From an optimization exercise on the open Yosys and OpenROAD flow, aimed at a short achievable clock period; shortcuts taken in it are not production practice.
Function was checked by simulation only, so behaviour that the tests miss may differ from the original.
Power figures rest on the tool's default switching activity, not on a simulated workload.

Setup of lane 4:
==> module writeBufferCtrl, before the edit <==
module writeBufferCtrl (
    input  logic                  clk,
    input  logic                  rst,
    input  logic [64-1:0] writeData,
    input  logic [4-1:0]   writeDataId,
    input  logic [1-1:0] writeDataUser,
    input  logic [8-1:0]  writeDataStrb,
    input  logic                  writeDataLast,
    input  logic                  writeDataValid,
    input  logic                  writeAckReady,
    output logic                  writeAckValid,
    output logic [4-1:0]   writeAckId,
    output logic [1-1:0] writeAckUser,
    output logic                  bufferFull,
    output logic [4-1:0]  outstanding,
    input  logic                  issueValid,
    input  logic [4-1:0]   issueId,
    input  logic [1-1:0] issueUser,
    input  logic                  phyFifoReady,
    input  logic                  writeModeAck,
    output logic [64-1:0] phyData,
    output logic                  phyStrb,
    output logic                  phyLast,
    output logic                  phyValid
);
    localparam int D  = 8;
    localparam int B  = 8;
    localparam int S  = D * B;           
    localparam int DW = 64;
    function automatic logic [D-1:0] lowestOH(input logic [D-1:0] v);
        logic [D-1:0] below;
        below = '0;
        for (int i = 1; i < D; i++) below[i] = below[i-1] | v[i-1];
        lowestOH = v & ~below;
    endfunction
    logic          inBurst;              
    logic [B-1:0]  beatW;                
    logic [D-1:0]  allocOH;              
    logic          canStart;             
    logic [S-1:0]  wsel;                 
    logic [D-1:0]  validVec;             
    logic [D-1:0]  issuedVec;            
    logic [4-1:0]   entryId   [D];
    logic [1-1:0] entryUser [D];
    logic [B-1:0]          entryMask [D];
    logic          locked;               
    logic [D-1:0]  serveOH;              
    logic [D-1:0]  firstIss;             
    logic [15:0]   pendRing;             
    logic [B-1:0]  beatR;                
    logic          anyIss;               
    logic [DW-1:0] mem [S];
    logic beatAccept, lastAccept;
    assign lastAccept = writeDataValid && writeDataLast && writeAckReady;
    assign beatAccept = writeDataValid && (writeDataLast ? writeAckReady : canStart);
    assign writeAckValid = lastAccept;
    assign writeAckId    = writeDataId;
    assign writeAckUser  = writeDataUser;
    logic [D-1:0] matchVec, issueOH;
    always_comb begin
        for (int i = 0; i < D; i++) begin
            matchVec[i] = validVec[i] && !issuedVec[i]
                          && (entryId[i] == issueId) && (entryUser[i] == issueUser);
        end
    end
    assign issueOH = issueValid ? lowestOH(matchVec) : '0;
    logic serving, serveDone;
    logic [D-1:0] freeOH;
    assign serving   = phyFifoReady && (locked || anyIss);
    assign serveDone = serving && beatR[B-1];
    assign freeOH    = serveDone ? serveOH : '0;
    logic          inBurstN, canStartN, lockedN;
    logic [B-1:0]  beatWN, beatRN;
    logic [D-1:0]  validN, issuedN, allocN, serveN, firstN;
    logic [15:0]   pendN;
    logic [4-1:0] pendBin;
    logic [S-1:0]  wselN;
    always_comb begin
        inBurstN = inBurst;
        beatWN   = beatW;
        if (beatAccept) begin
            inBurstN = !writeDataLast;
            beatWN   = writeDataLast ? B'(1) : {beatW[B-2:0], beatW[B-1]};
        end
        validN    = (validVec & ~freeOH) | (lastAccept ? allocOH : '0);
        issuedN   = (issuedVec & ~freeOH) | issueOH;
        allocN    = inBurstN ? allocOH : lowestOH(~validN);
        canStartN = inBurstN || !(&validN);
        lockedN = serving ? !beatR[B-1] : locked;
        beatRN  = serving ? {beatR[B-2:0], beatR[B-1]} : beatR;
        firstN  = lowestOH((issuedVec & ~freeOH) | (issueValid ? matchVec : '0));
        serveN  = lockedN ? serveOH : firstN;
        pendN = pendRing;
        case ({lastAccept, writeModeAck})
            2'b10:   pendN = {pendRing[14:0], pendRing[15]};
            2'b01:   pendN = {pendRing[0], pendRing[15:1]};
            default: pendN = pendRing;
        endcase
        pendBin = '0;
        for (int k = 0; k < 16; k++) begin
            if (pendN[k]) pendBin = pendBin | 4'(k);
        end
        for (int e = 0; e < D; e++) begin
            for (int b = 0; b < B; b++) begin
                wselN[e*B+b] = canStartN && allocN[e] && beatWN[b];
            end
        end
    end
    always_ff @(posedge clk or negedge rst) begin
        if (!rst) begin
            inBurst   <= 1'b0;
            beatW     <= B'(1);
            allocOH   <= D'(1);
            canStart  <= 1'b1;
            wsel      <= S'(1);
            validVec  <= '0;
            issuedVec <= '0;
            bufferFull <= 1'b0;
            locked    <= 1'b0;
            serveOH   <= '0;
            firstIss  <= '0;
            pendRing  <= 16'd1;
            beatR     <= B'(1);
            anyIss    <= 1'b0;
            phyValid  <= 1'b0;
            phyLast   <= 1'b0;
            outstanding <= '0;
        end else begin
            inBurst   <= inBurstN;
            beatW     <= beatWN;
            allocOH   <= allocN;
            canStart  <= canStartN;
            wsel      <= wselN;
            validVec  <= validN;
            issuedVec <= issuedN;
            bufferFull <= &validN;
            locked    <= lockedN;
            serveOH   <= serveN;
            firstIss  <= firstN;
            pendRing  <= pendN;
            outstanding <= pendBin;
            beatR     <= beatRN;
            anyIss    <= |issuedN;
            phyValid  <= serving;
            phyLast   <= serveDone;
        end
    end
    always_ff @(posedge clk) begin
        for (int e = 0; e < D; e++) begin
            if (lastAccept && allocOH[e]) begin
                entryId[e]   <= writeDataId;
                entryUser[e] <= writeDataUser;
                entryMask[e] <= writeDataStrb;
            end
        end
    end
    for (genvar s = 0; s < S; s++) begin : g_slot
        always_ff @(posedge clk) begin
            if (wsel[s]) mem[s] <= writeData;
        end
    end
    logic [DW-1:0] rowData [1:B-1];
    logic [B-1:1]  rowStrb;
    logic [DW-1:0] entryWord [B];        
    logic [B-1:0]  entryStrbBits;
    logic [DW-1:0] firstWord;            
    logic          firstStrb;
    always_comb begin
        for (int b = 1; b < B; b++) begin
            entryWord[b]     = '0;
            entryStrbBits[b] = 1'b0;
            for (int e = 0; e < D; e++) begin
                entryWord[b]     = entryWord[b] | ({DW{serveOH[e]}} & mem[e*B+b]);
                entryStrbBits[b] = entryStrbBits[b] | (serveOH[e] & entryMask[e][b]);
            end
        end
    end
    always_comb begin
        firstWord = '0;
        firstStrb = 1'b0;
        for (int e = 0; e < D; e++) begin
            firstWord = firstWord | ({DW{firstIss[e]}} & mem[e*B]);
            firstStrb = firstStrb | (firstIss[e] & entryMask[e][0]);
        end
    end
    always_ff @(posedge clk) begin
        if (!locked) begin
            for (int b = 1; b < B; b++) begin
                rowData[b] <= entryWord[b];
                rowStrb[b] <= entryStrbBits[b];
            end
        end
    end
    logic [DW-1:0] rowWord;
    logic          rowBit;
    always_comb begin
        rowWord = '0;
        rowBit  = 1'b0;
        for (int b = 1; b < B; b++) begin
            rowWord = rowWord | ({DW{beatR[b]}} & rowData[b]);
            rowBit  = rowBit | (beatR[b] & rowStrb[b]);
        end
    end
    always_ff @(posedge clk) begin
        phyData <= locked ? rowWord : firstWord;
        phyStrb <= locked ? rowBit : firstStrb;
    end
endmodule
clock: 5.0 ns
lec_check: 0
cap_margin: 20
core_margin: 2
core_utilization: 65
cts_cluster_diameter: 80
cts_cluster_size: 24
slew_margin: 20
standard.sh (not shown) runs the stock make flow with config.mk's settings and CLKGATE_MAP_FILE= SYNTH_SCRIPT=/design/flow/synth_recipe.tcl, a recipe that flattens the netlist after the stock synthesis.
==> flow/flow/run.sh <==
#!/bin/bash
# Standard ORFS layout with footprint-free sizing and a timing margin, plus one
# placement step: the flip-flops that drive output ports are put beside their
# port buffers before clock tree synthesis.
set -euo pipefail
VARS="MATCH_CELL_FOOTPRINT=0 SETUP_SLACK_MARGIN=2.8 TNS_END_PERCENT=100"
bash standard.sh $VARS place > flow_place.log 2>&1
PLACE_ODB=$(pwd)/orfs/results/sky130hd/writeBufferCtrl/base/3_place.odb
export PLACE_ODB
openroad -no_init -exit flow/move_out_regs.tcl > flow_move_out_regs.log 2>&1
bash standard.sh $VARS finish > flow_finish.log 2>&1
==> flow/flow/move_out_regs.tcl <==
# Move each flip-flop that drives an output port's buffer next to that buffer
# (its other loads, if any, follow in legalization and timing repair),
# then legalize. Only placement changes; no cell or net is added or removed.
read_db $::env(PLACE_ODB)
set block [ord::get_db_block]
set n 0
foreach bt [$block getBTerms] {
  if {[$bt getIoType] != "OUTPUT"} continue
  set net [$bt getNet]
  set bufi ""
  foreach it [$net getITerms] { if {[$it isOutputSignal]} { set bufi [$it getInst] } }
  if {$bufi == ""} continue
  set drvi ""
  set fanout 0
  foreach it [$bufi getITerms] {
    if {[$it isInputSignal]} {
      set n2 [$it getNet]
      foreach it2 [$n2 getITerms] {
        if {[$it2 isOutputSignal]} { set drvi [$it2 getInst] } else { incr fanout }
      }
    }
  }
  if {$drvi == ""} continue
  if {![string match "*__df*" [[$drvi getMaster] getName]]} continue
  set loc [$bufi getLocation]
  $drvi setLocation [lindex $loc 0] [lindex $loc 1]
  incr n
  puts "moved [$drvi getName] to [$bufi getName] at $loc"
}
puts "moved $n flip-flops"
detailed_placement
check_placement -verbose
write_db $::env(PLACE_ODB)
The following lists how lane 3 was set up differently from lane 4:
==> flow/design.v, changed modules only <==
module writeBufferCtrl (
    input  logic                  clk,
    input  logic                  rst,
    input  logic [64-1:0] writeData,
    input  logic [4-1:0]   writeDataId,
    input  logic [1-1:0] writeDataUser,
    input  logic [8-1:0]  writeDataStrb,
    input  logic                  writeDataLast,
    input  logic                  writeDataValid,
    input  logic                  writeAckReady,
    output logic                  writeAckValid,
    output logic [4-1:0]   writeAckId,
    output logic [1-1:0] writeAckUser,
    output logic                  bufferFull,
    output logic [4-1:0]  outstanding,
    input  logic                  issueValid,
    input  logic [4-1:0]   issueId,
    input  logic [1-1:0] issueUser,
    input  logic                  phyFifoReady,
    input  logic                  writeModeAck,
    output logic [64-1:0] phyData,
    output logic                  phyStrb,
    output logic                  phyLast,
    output logic                  phyValid
);
    localparam int D  = 8;
    localparam int B  = 8;
    localparam int S  = D * B;           
    localparam int DW = 64;
    function automatic logic [D-1:0] lowestOH(input logic [D-1:0] v);
        logic [D-1:0] below;
        below = '0;
        for (int i = 1; i < D; i++) below[i] = below[i-1] | v[i-1];
        lowestOH = v & ~below;
    endfunction
    logic          inBurst;              
    logic [B-1:0]  beatW;                
    logic [D-1:0]  allocOH;              
    logic          canStart;             
    logic [S-1:0]  wsel;                 
    logic [D-1:0]  validVec;             
    logic [D-1:0]  issuedVec;            
    logic [4-1:0]   entryId   [D];
    logic [1-1:0] entryUser [D];
    logic [B-1:0]          entryMask [D];
    logic          locked;               
    logic [D-1:0]  serveOH;              
    logic [B-1:0]  beatR;                
    logic          anyIss;               
    logic [DW-1:0] mem [S];
    logic beatAccept, lastAccept;
    assign lastAccept = writeDataValid && writeDataLast && writeAckReady;
    assign beatAccept = writeDataValid && (writeDataLast ? writeAckReady : canStart);
    assign writeAckValid = lastAccept;
    assign writeAckId    = writeDataId;
    assign writeAckUser  = writeDataUser;
    logic [D-1:0] matchVec, issueOH;
    always_comb begin
        for (int i = 0; i < D; i++) begin
            matchVec[i] = validVec[i] && !issuedVec[i]
                          && (entryId[i] == issueId) && (entryUser[i] == issueUser);
        end
    end
    assign issueOH = issueValid ? lowestOH(matchVec) : '0;
    logic serving, serveDone;
    logic [D-1:0] freeOH;
    assign serving   = phyFifoReady && (locked || anyIss);
    assign serveDone = serving && beatR[B-1];
    assign freeOH    = serveDone ? serveOH : '0;
    logic          inBurstN, canStartN, lockedN;
    logic [B-1:0]  beatWN, beatRN;
    logic [D-1:0]  validN, issuedN, allocN, serveN;
    logic [S-1:0]  wselN;
    always_comb begin
        inBurstN = inBurst;
        beatWN   = beatW;
        if (beatAccept) begin
            inBurstN = !writeDataLast;
            beatWN   = writeDataLast ? B'(1) : {beatW[B-2:0], beatW[B-1]};
        end
        validN    = (validVec & ~freeOH) | (lastAccept ? allocOH : '0);
        issuedN   = (issuedVec & ~freeOH) | issueOH;
        allocN    = inBurstN ? allocOH : lowestOH(~validN);
        canStartN = inBurstN || !(&validN);
        lockedN = serving ? !beatR[B-1] : locked;
        beatRN  = serving ? {beatR[B-2:0], beatR[B-1]} : beatR;
        serveN  = lockedN ? serveOH
                          : lowestOH((issuedVec & ~freeOH) | (issueValid ? matchVec : '0));
        for (int e = 0; e < D; e++) begin
            for (int b = 0; b < B; b++) begin
                wselN[e*B+b] = canStartN && allocN[e] && beatWN[b];
            end
        end
    end
    always_ff @(posedge clk or negedge rst) begin
        if (!rst) begin
            inBurst   <= 1'b0;
            beatW     <= B'(1);
            allocOH   <= D'(1);
            canStart  <= 1'b1;
            wsel      <= S'(1);
            validVec  <= '0;
            issuedVec <= '0;
            bufferFull <= 1'b0;
            locked    <= 1'b0;
            serveOH   <= '0;
            beatR     <= B'(1);
            anyIss    <= 1'b0;
            phyValid  <= 1'b0;
            phyLast   <= 1'b0;
            outstanding <= '0;
        end else begin
            inBurst   <= inBurstN;
            beatW     <= beatWN;
            allocOH   <= allocN;
            canStart  <= canStartN;
            wsel      <= wselN;
            validVec  <= validN;
            issuedVec <= issuedN;
            bufferFull <= &validN;
            locked    <= lockedN;
            serveOH   <= serveN;
            beatR     <= beatRN;
            anyIss    <= |issuedN;
            phyValid  <= serving;
            phyLast   <= serveDone;
            case ({lastAccept, writeModeAck})
                2'b10:   outstanding <= outstanding + 1'b1;
                2'b01:   outstanding <= outstanding - 1'b1;
                default: outstanding <= outstanding;
            endcase
        end
    end
    always_ff @(posedge clk) begin
        for (int e = 0; e < D; e++) begin
            if (lastAccept && allocOH[e]) begin
                entryId[e]   <= writeDataId;
                entryUser[e] <= writeDataUser;
                entryMask[e] <= writeDataStrb;
            end
        end
    end
    for (genvar s = 0; s < S; s++) begin : g_slot
        always_ff @(posedge clk) begin
            if (wsel[s]) mem[s] <= writeData;
        end
    end
    logic [DW-1:0] rowData [1:B-1];
    logic [B-1:1]  rowStrb;
    logic [DW-1:0] entryWord [B];        
    logic [B-1:0]  entryStrbBits;
    always_comb begin
        for (int b = 0; b < B; b++) begin
            entryWord[b]     = '0;
            entryStrbBits[b] = 1'b0;
            for (int e = 0; e < D; e++) begin
                entryWord[b]     = entryWord[b] | ({DW{serveOH[e]}} & mem[e*B+b]);
                entryStrbBits[b] = entryStrbBits[b] | (serveOH[e] & entryMask[e][b]);
            end
        end
    end
    always_ff @(posedge clk) begin
        if (!locked) begin
            for (int b = 1; b < B; b++) begin
                rowData[b] <= entryWord[b];
                rowStrb[b] <= entryStrbBits[b];
            end
        end
    end
    logic [DW-1:0] rowWord;
    logic          rowBit;
    always_comb begin
        rowWord = '0;
        rowBit  = 1'b0;
        for (int b = 1; b < B; b++) begin
            rowWord = rowWord | ({DW{beatR[b]}} & rowData[b]);
            rowBit  = rowBit | (beatR[b] & rowStrb[b]);
        end
    end
    always_ff @(posedge clk) begin
        phyData <= locked ? rowWord : entryWord[0];
        phyStrb <= locked ? rowBit : entryStrbBits[0];
    end
endmodule
--- outcome ---
Lane 3 ran to completion and came out clean on the timing, DRC and antenna checks. Looking at overall track demand over capacity in global routing, lane 3 sits 2.0 points higher than lane 4 does. Lane 3 vs. lane 4: wire length on met2 went up by 11 mm. Lane 3 vs. lane 4: sequential share of layout area now smaller, share of cells above drive strength 1 now larger, share of total power in the clock network now smaller.

[what the ideal ports hide]
The results above use ideal ports. As a check the final layouts listed here were re-extracted and re-timed, cells and wires unchanged. Step 1 sets driving cells, clkbuf_16 on the clock port and buf_2 on the other inputs (assumed; they add their load-dependent delay and slew). Step 2 times the ports against the registers' clock, not the clock port: input delays grow and output delays shrink by t, the midpoint of the rising clock arrivals with the driver on. Slacks: no drivers / after step 1 / after step 2; pairs: no drivers / after step 1.
run	t, ns	setup slack, ns	hold WS [ns]	worst setup path at the end
lane 4	1.022	2.538 / 2.446 / 1.776	0.208 / 0.303 / 0.522	input to register
lane 3	1.050	2.501 / 2.386 / 1.778	0.087 / 0.098 / 0.540	input to register
After both steps every run listed still meets setup and hold. The setup slack of lane 4, which loses most, moves by -0.092 ns with the drivers and by -0.762 ns with both steps.
